Source: an optimization exercise on an open RTL-to-GDS flow (aim: small area, a short achievable clock period and few clock cycles per item). Production flows keep margins and buffers that such runs may drop.
Where RTL was checked, it was by simulation tests only, not by an equivalence proof against the original.

## mandel_engine
module mandel_engine #(
    parameter int BITS      = 16,
    parameter int ITER_BITS = 7
) (
    input  logic                   clk,
    input  logic                   rst_n,
    input  logic                   in_valid,
    output logic                   in_ready,
    input  logic signed [BITS-1:0] in_x,
    input  logic signed [BITS-1:0] in_y,
    input  logic                   julia_mode,
    input  logic signed [BITS-1:0] julia_cx,
    input  logic signed [BITS-1:0] julia_cy,
    input  logic [ITER_BITS-1:0]   max_iter,
    input  logic                   abort,
    output logic                   out_valid,
    input  logic                   out_ready,
    output logic [ITER_BITS-1:0]   out_iter,
    output logic                   out_escaped,
    output logic                   busy
);
Size in the first run: roughly 1700 cells after synthesis, about 120 flip-flops, roughly 19000 sq um of cells after synthesis.
==> flow/config.mk <==
export PLATFORM = sky130hd
export DESIGN_NAME = mandel_engine
export DESIGN_NICKNAME = mandel_engine
export VERILOG_FILES = /design/flow/design.v
export SDC_FILE = /design/flow/constraint.sdc
export NUM_CORES = 4
export LEC_CHECK = 0
export CAP_MARGIN = 20
export CORE_MARGIN = 2
export CORE_UTILIZATION = 65
export CTS_BUF_LIST = sky130_fd_sc_hd__clkbuf_8
export PLACE_DENSITY = 0.75
export SLEW_MARGIN = 20
export SYNTH_HIERARCHICAL = 1
export SYNTH_MINIMUM_KEEP_SIZE = 0
==> flow/constraint.sdc <==
create_clock -name core_clock -period 14.0 [get_ports {clk}]
set_input_delay 2.8000 -clock core_clock [delete_from_list [all_inputs] [get_ports {clk}]]
set_output_delay 2.8000 -clock core_clock [all_outputs]
set_load 0.01 [all_outputs]
standard.sh (not shown) runs the stock make flow with config.mk's settings and CLKGATE_MAP_FILE= SYNTH_SCRIPT=/design/flow/synth_recipe.tcl, a recipe that flattens the netlist after the stock synthesis.
==> flow/flow/run.sh <==
#!/bin/bash
# The standard layout (standard.sh), with the port buffers made from
# sky130_fd_sc_hd__buf_1 cells instead of the default choice of a delay
# buffer, and clock tree synthesis without dummy loads.
set -euo pipefail
export BUFFER_PORTS_ARGS="-buffer_cell sky130_fd_sc_hd__buf_1"
export CTS_ARGS="-sink_clustering_enable -repair_clock_nets -buf_list sky130_fd_sc_hd__clkbuf_8 -dont_use_dummy_load"
bash standard.sh > standard.log 2>&1
Then changed:
--- a/flow/design.v
+++ b/flow/design.v
@@ -16,35 +16,39 @@
     output logic                   out_valid,
     input  logic                   out_ready,
     output logic [ITER_BITS-1:0]   out_iter,
     output logic                   out_escaped,
     output logic                   busy
 );
     logic run_q, done_q;
     logic [6:0] iter_q, lim_q;
     logic signed [15:0] cx_q, cy_q;
-    logic [15:0] zxn_q, zyn_q, sxn_q, syn_q;
+    logic [15:0] zxn_q, zyn_q;
+    logic [14:0] sxn_q, syn_q;
     logic [16:0] xn, yn;
     logic mesc;
     logic mesc_q, xh_q, yh_q, stop_q;
     mandel_dp u_dp (
         .zxn (zxn_q),
         .zyn (zyn_q),
         .cx  (cx_q),
         .cy  (cy_q),
         .xn  (xn),
         .yn  (yn),
         .mesc(mesc)
     );
-    logic esc, fin, cyc, ckpt;
+    logic esc, big, fin, cyc, ckpt;
     assign esc  = mesc_q || (xh_q == zxn_q[15]) || (yh_q == zyn_q[15]);
-    assign fin  = run_q && (esc || stop_q || cyc);
-    assign cyc  = (zxn_q == sxn_q) && (zyn_q == syn_q) && (iter_q != '0);
+    assign big  = (zxn_q[15] != zxn_q[14]) || (zyn_q[15] != zyn_q[14]);
+    assign fin  = run_q && (esc || stop_q || big || cyc);
+    assign cyc  = (zxn_q[14:0] == sxn_q) && (zyn_q[14:0] == syn_q) &&
+                  (zxn_q[15] == zxn_q[14]) && (zyn_q[15] == zyn_q[14]) &&
+                  (iter_q != '0);
     assign ckpt = ((iter_q & (iter_q - 7'd1)) == '0) || (iter_q[3:0] == '0);
     logic idle, accept;
     assign idle   = !run_q && !done_q;
     assign accept = idle && in_valid;
     always_ff @(posedge clk) begin
         if (!rst_n || abort) begin
             run_q  <= 1'b0;
             done_q <= 1'b0;
         end else if (accept) begin
@@ -74,38 +78,42 @@
     always_ff @(posedge clk) begin
         if (accept) begin
             cx_q  <= julia_mode ? julia_cx : in_x;
             cy_q  <= julia_mode ? julia_cy : in_y;
             lim_q <= max_iter;
         end
     end
     always_ff @(posedge clk) begin
         if (run_q && ckpt) begin
-            sxn_q <= zxn_q;
-            syn_q <= zyn_q;
+            sxn_q <= zxn_q[14:0];
+            syn_q <= zyn_q[14:0];
         end
     end
-    logic esc_h;
+    logic oesc, esc_h, e1_h;
+    logic [1:0] back;
+    assign oesc = esc || (!stop_q && big);
     always_ff @(posedge clk) begin
         if (accept) begin
             iter_q <= '0;
             stop_q <= 1'b0;
         end else if (run_q) begin
             iter_q <= iter_q + 7'd1;
             stop_q <= iter_q == lim_q;
-            esc_h  <= esc;
+            esc_h  <= oesc;
+            e1_h   <= esc;
         end
     end
+    assign back        = run_q ? {1'b0, esc} : {e1_h, !e1_h};
     assign in_ready    = rst_n && idle;
     assign busy        = !idle;
     assign out_valid   = done_q || fin;
-    assign out_escaped = run_q ? esc : esc_h;
-    assign out_iter    = out_escaped ? iter_q + {6'b111111, !done_q} : lim_q;
+    assign out_escaped = run_q ? oesc : esc_h;
+    assign out_iter    = out_escaped ? iter_q - {5'd0, back} : lim_q;
 endmodule
 module mandel_dp (
     input  logic        [15:0] zxn,
     input  logic        [15:0] zyn,
     input  logic signed [15:0] cx,
     input  logic signed [15:0] cy,
     output logic        [16:0] xn,
     output logic        [16:0] yn,
     output logic               mesc
@@ -1531,24 +1539,22 @@
     mandel_fa us935 (.a(c896), .b(s918), .c(c917), .s(s935), .co(c935));
     wire s936, c936;
     mandel_fa us936 (.a(c899), .b(s919), .c(c918), .s(s936), .co(c936));
     wire s937, c937;
     mandel_fa us937 (.a(c901), .b(s920), .c(c919), .s(s937), .co(c937));
     wire s938, c938;
     mandel_fa us938 (.a(c903), .b(s921), .c(c920), .s(s938), .co(c938));
     wire [16:0] xs0 = {s938, s937, s936, c934, s934, c932, s932, s931, c929, c928, c927, c926, c925, c924, c923, c922, s922};
     wire [16:0] xs1 = {c937, c936, c935, s935, c933, s933, c931, c930, s930, s929, s928, s927, s926, s925, s924, s923, qyls[13]};
-    wire [17:0] xn_s = {xs0, 1'b1} + {xs1, qxls[13]};
-    wire [16:0] xn17 = xn_s[17:1];
+    wire [16:0] xn17 = xs0 + xs1 + qxls[13];
     wire [16:0] ys0 = {s789, s788, c786, s786, c784, c783, c782, s782, c780, c779, c778, c777, c776, c775, c774, c773, c772};
     wire [16:0] ys1 = {c788, c787, s787, c785, s785, s784, s783, c781, s781, s780, s779, s778, s777, s776, s775, s774, s773};
-    wire [17:0] yn_s = {ys0, 1'b1} + {ys1, mxyls[12]};
-    wire [16:0] yn17 = yn_s[17:1];
+    wire [16:0] yn17 = ys0 + ys1 + mxyls[12];
     assign xn   = xn17;
     assign yn   = yn17;
     assign mesc = big | mag[16];
 endmodule
 module mandel_fa (
     input  logic a,
     input  logic b,
     input  logic c,
     output logic s,
After rerunning: The new run went through all stages and came out clean; synthesized area shrinks by about 0.9%; die area drops by about 0.9%; global-route usage came out lower by 0.42 points; wire length goes down by about 5%.
Testbench counts after the change, summed over its fixed seeds: cycles 83,179, points 2,048.
No functional check of the RTL was part of the first run of this note.

08-21:
mandel_engine, a different RTL version from the one above (not shown whole).
Size in the first run: roughly 1800 cells after synthesis, roughly 120 flip-flops, roughly 88 I/O pins, ~19000 um^2 of cells after synthesis.
// mandel_engine
module mandel_engine #(
    parameter int BITS      = 16,
    parameter int ITER_BITS = 7
) (
    input  logic                   clk,
    input  logic                   rst_n,
    input  logic                   in_valid,
    output logic                   in_ready,
    input  logic signed [BITS-1:0] in_x,
    input  logic signed [BITS-1:0] in_y,
    input  logic                   julia_mode,
    input  logic signed [BITS-1:0] julia_cx,
    input  logic signed [BITS-1:0] julia_cy,
    input  logic [ITER_BITS-1:0]   max_iter,
    input  logic                   abort,
    output logic                   out_valid,
    input  logic                   out_ready,
    output logic [ITER_BITS-1:0]   out_iter,
    output logic                   out_escaped,
    output logic                   busy
);
==> flow/config.mk <==
export PLATFORM = sky130hd
export DESIGN_NAME = mandel_engine
export DESIGN_NICKNAME = mandel_engine
export VERILOG_FILES = /design/flow/design.v
export SDC_FILE = /design/flow/constraint.sdc
export NUM_CORES = 4
export LEC_CHECK = 0
export CAP_MARGIN = 20
export CORE_MARGIN = 2
export CORE_UTILIZATION = 65
export CTS_BUF_LIST = sky130_fd_sc_hd__clkbuf_8
export PLACE_DENSITY = 0.75
export SLEW_MARGIN = 20
export SYNTH_HIERARCHICAL = 1
export SYNTH_MINIMUM_KEEP_SIZE = 0
==> flow/constraint.sdc <==
create_clock -name core_clock -period 14.0 [get_ports {clk}]
set_input_delay 2.8000 -clock core_clock [delete_from_list [all_inputs] [get_ports {clk}]]
set_output_delay 2.8000 -clock core_clock [all_outputs]
set_load 0.01 [all_outputs]
Scripts as last shown in full above: flow/flow/run.sh
Per the final summary, 08-21 finished and its layout is clean on timing, DRC and antenna.
Input-level comparison between 04-13 and 08-21:
--- a/flow/design.v
+++ b/flow/design.v
@@ -18,15 +18,16 @@
     output logic [ITER_BITS-1:0]   out_iter,
     output logic                   out_escaped,
     output logic                   busy
 );
     logic run_q, done_q;
     logic [6:0] iter_q, lim_q;
     logic signed [15:0] cx_q, cy_q;
-    logic [15:0] zxn_q, zyn_q, sxn_q, syn_q;
+    logic [15:0] zxn_q, zyn_q;
+    logic [14:0] sxn_q, syn_q;
     logic [16:0] xn, yn;
     logic mesc;
     logic mesc_q, xh_q, yh_q, stop_q;
     mandel_dp u_dp (
         .zxn (zxn_q),
         .zyn (zyn_q),
         .cx  (cx_q),
@@ -34,15 +35,17 @@
         .xn  (xn),
         .yn  (yn),
         .mesc(mesc)
     );
     logic esc, fin, cyc, ckpt;
     assign esc  = mesc_q || (xh_q == zxn_q[15]) || (yh_q == zyn_q[15]);
     assign fin  = run_q && (esc || stop_q || cyc);
-    assign cyc  = (zxn_q == sxn_q) && (zyn_q == syn_q) && (iter_q != '0);
+    assign cyc  = (zxn_q[14:0] == sxn_q) && (zyn_q[14:0] == syn_q) &&
+                  (zxn_q[15] == zxn_q[14]) && (zyn_q[15] == zyn_q[14]) &&
+                  (iter_q != '0);
     assign ckpt = ((iter_q & (iter_q - 7'd1)) == '0) || (iter_q[3:0] == '0);
     logic idle, accept;
     assign idle   = !run_q && !done_q;
     assign accept = idle && in_valid;
     always_ff @(posedge clk) begin
         if (!rst_n || abort) begin
             run_q  <= 1'b0;
@@ -76,16 +79,16 @@
             cx_q  <= julia_mode ? julia_cx : in_x;
             cy_q  <= julia_mode ? julia_cy : in_y;
             lim_q <= max_iter;
         end
     end
     always_ff @(posedge clk) begin
         if (run_q && ckpt) begin
-            sxn_q <= zxn_q;
-            syn_q <= zyn_q;
+            sxn_q <= zxn_q[14:0];
+            syn_q <= zyn_q[14:0];
         end
     end
     logic esc_h;
     always_ff @(posedge clk) begin
         if (accept) begin
             iter_q <= '0;
             stop_q <= 1'b0;
@@ -1534,18 +1537,17 @@
     wire s937, c937;
     mandel_fa us937 (.a(c901), .b(s920), .c(c919), .s(s937), .co(c937));
     wire s938, c938;
     mandel_fa us938 (.a(c903), .b(s921), .c(c920), .s(s938), .co(c938));
     wire [16:0] xs0 = {s938, s937, s936, c934, s934, c932, s932, s931, c929, c928, c927, c926, c925, c924, c923, c922, s922};
     wire [16:0] xs1 = {c937, c936, c935, s935, c933, s933, c931, c930, s930, s929, s928, s927, s926, s925, s924, s923, qyls[13]};
     wire [16:0] xn17 = xs0 + xs1 + qxls[13];
-    wire [28:0] ys0 = {s789, s788, c786, s786, c784, c783, c782, s782, c780, c779, c778, c777, c776, c775, c774, c773, c772, c771, c770, c769, c768, c767, c766, c765, c764, c763, mxyp394, mxyp367, mxyp366};
-    wire [28:0] ys1 = {c788, c787, s787, c785, s785, s784, s783, c781, s781, s780, s779, s778, s777, s776, s775, s774, s773, s772, s771, s770, s769, s768, s767, s766, s765, s764, s763, mxyp380, 1'b0};
-    wire [28:0] yn_s = ys0 + ys1;
-    wire [16:0] yn17 = yn_s[28:12];
+    wire [16:0] ys0 = {s789, s788, c786, s786, c784, c783, c782, s782, c780, c779, c778, c777, c776, c775, c774, c773, c772};
+    wire [16:0] ys1 = {c788, c787, s787, c785, s785, s784, s783, c781, s781, s780, s779, s778, s777, s776, s775, s774, s773};
+    wire [16:0] yn17 = ys0 + ys1 + mxyls[12];
     assign xn   = xn17;
     assign yn   = yn17;
     assign mesc = big | mag[16];
 endmodule
 module mandel_fa (
     input  logic a,
     input  logic b,
[summary]
- 04-13 against 08-21: length of routed met2 wiring decreased by about 5% relative to the old numbers; detailed-route wire length decreased by about 8% relative to the old numbers; sequential share of layout area closely matched the old numbers.
- Count of state elements after synthesis: lower on 04-13
- Ff count | 04-13 vs 08-21 | 04-13 lower
- 04-13 ends up with lower detailed placement HPWL than 08-21 does.
Testbench counts of 04-13, summed over its fixed seeds: cycles 84,151, points 2,048.
No functional check of the RTL was part of 08-21.

[afterwards: timing with drivers on the ports]
The flow's constraints put no driver on any port. The routed layouts listed below were extracted and timed again, unchanged, in two steps. Step 1, drivers: a clkbuf_16 drives clk and a buf_2 each remaining input, both assumed. Step 2 adds t to the input delays and takes it off the output delays; t is the mean of the earliest and latest rising clock arrival at the registers after step 1. Input paths then give back, and output paths get back, about the clock's delay inside the block. Three values: ideal, step 1, step 2; two values: the first two.
run | t (ns) | slack for setup (ns) | hold WS [ns] | worst setup path after step 2 | pins driven straight from the clock port
the first run of note 1 | 0.502 | 7.365 / 7.365 / 7.365 | 0.526 / 0.526 / 0.526 | register to register | 1
the second run of note 1 | 0.498 | 7.703 / 7.703 / 7.703 | 0.569 / 0.569 / 0.569 | register to register | 1
08-21 | 0.499 | 7.520 / 7.520 / 7.520 | 0.522 / 0.522 / 0.522 | register to register | 1
04-13 | 0.487 | 7.799 / 7.799 / 7.799 | 0.569 / 0.569 / 0.569 | register to register | 1
After both steps every run listed still meets setup and hold.
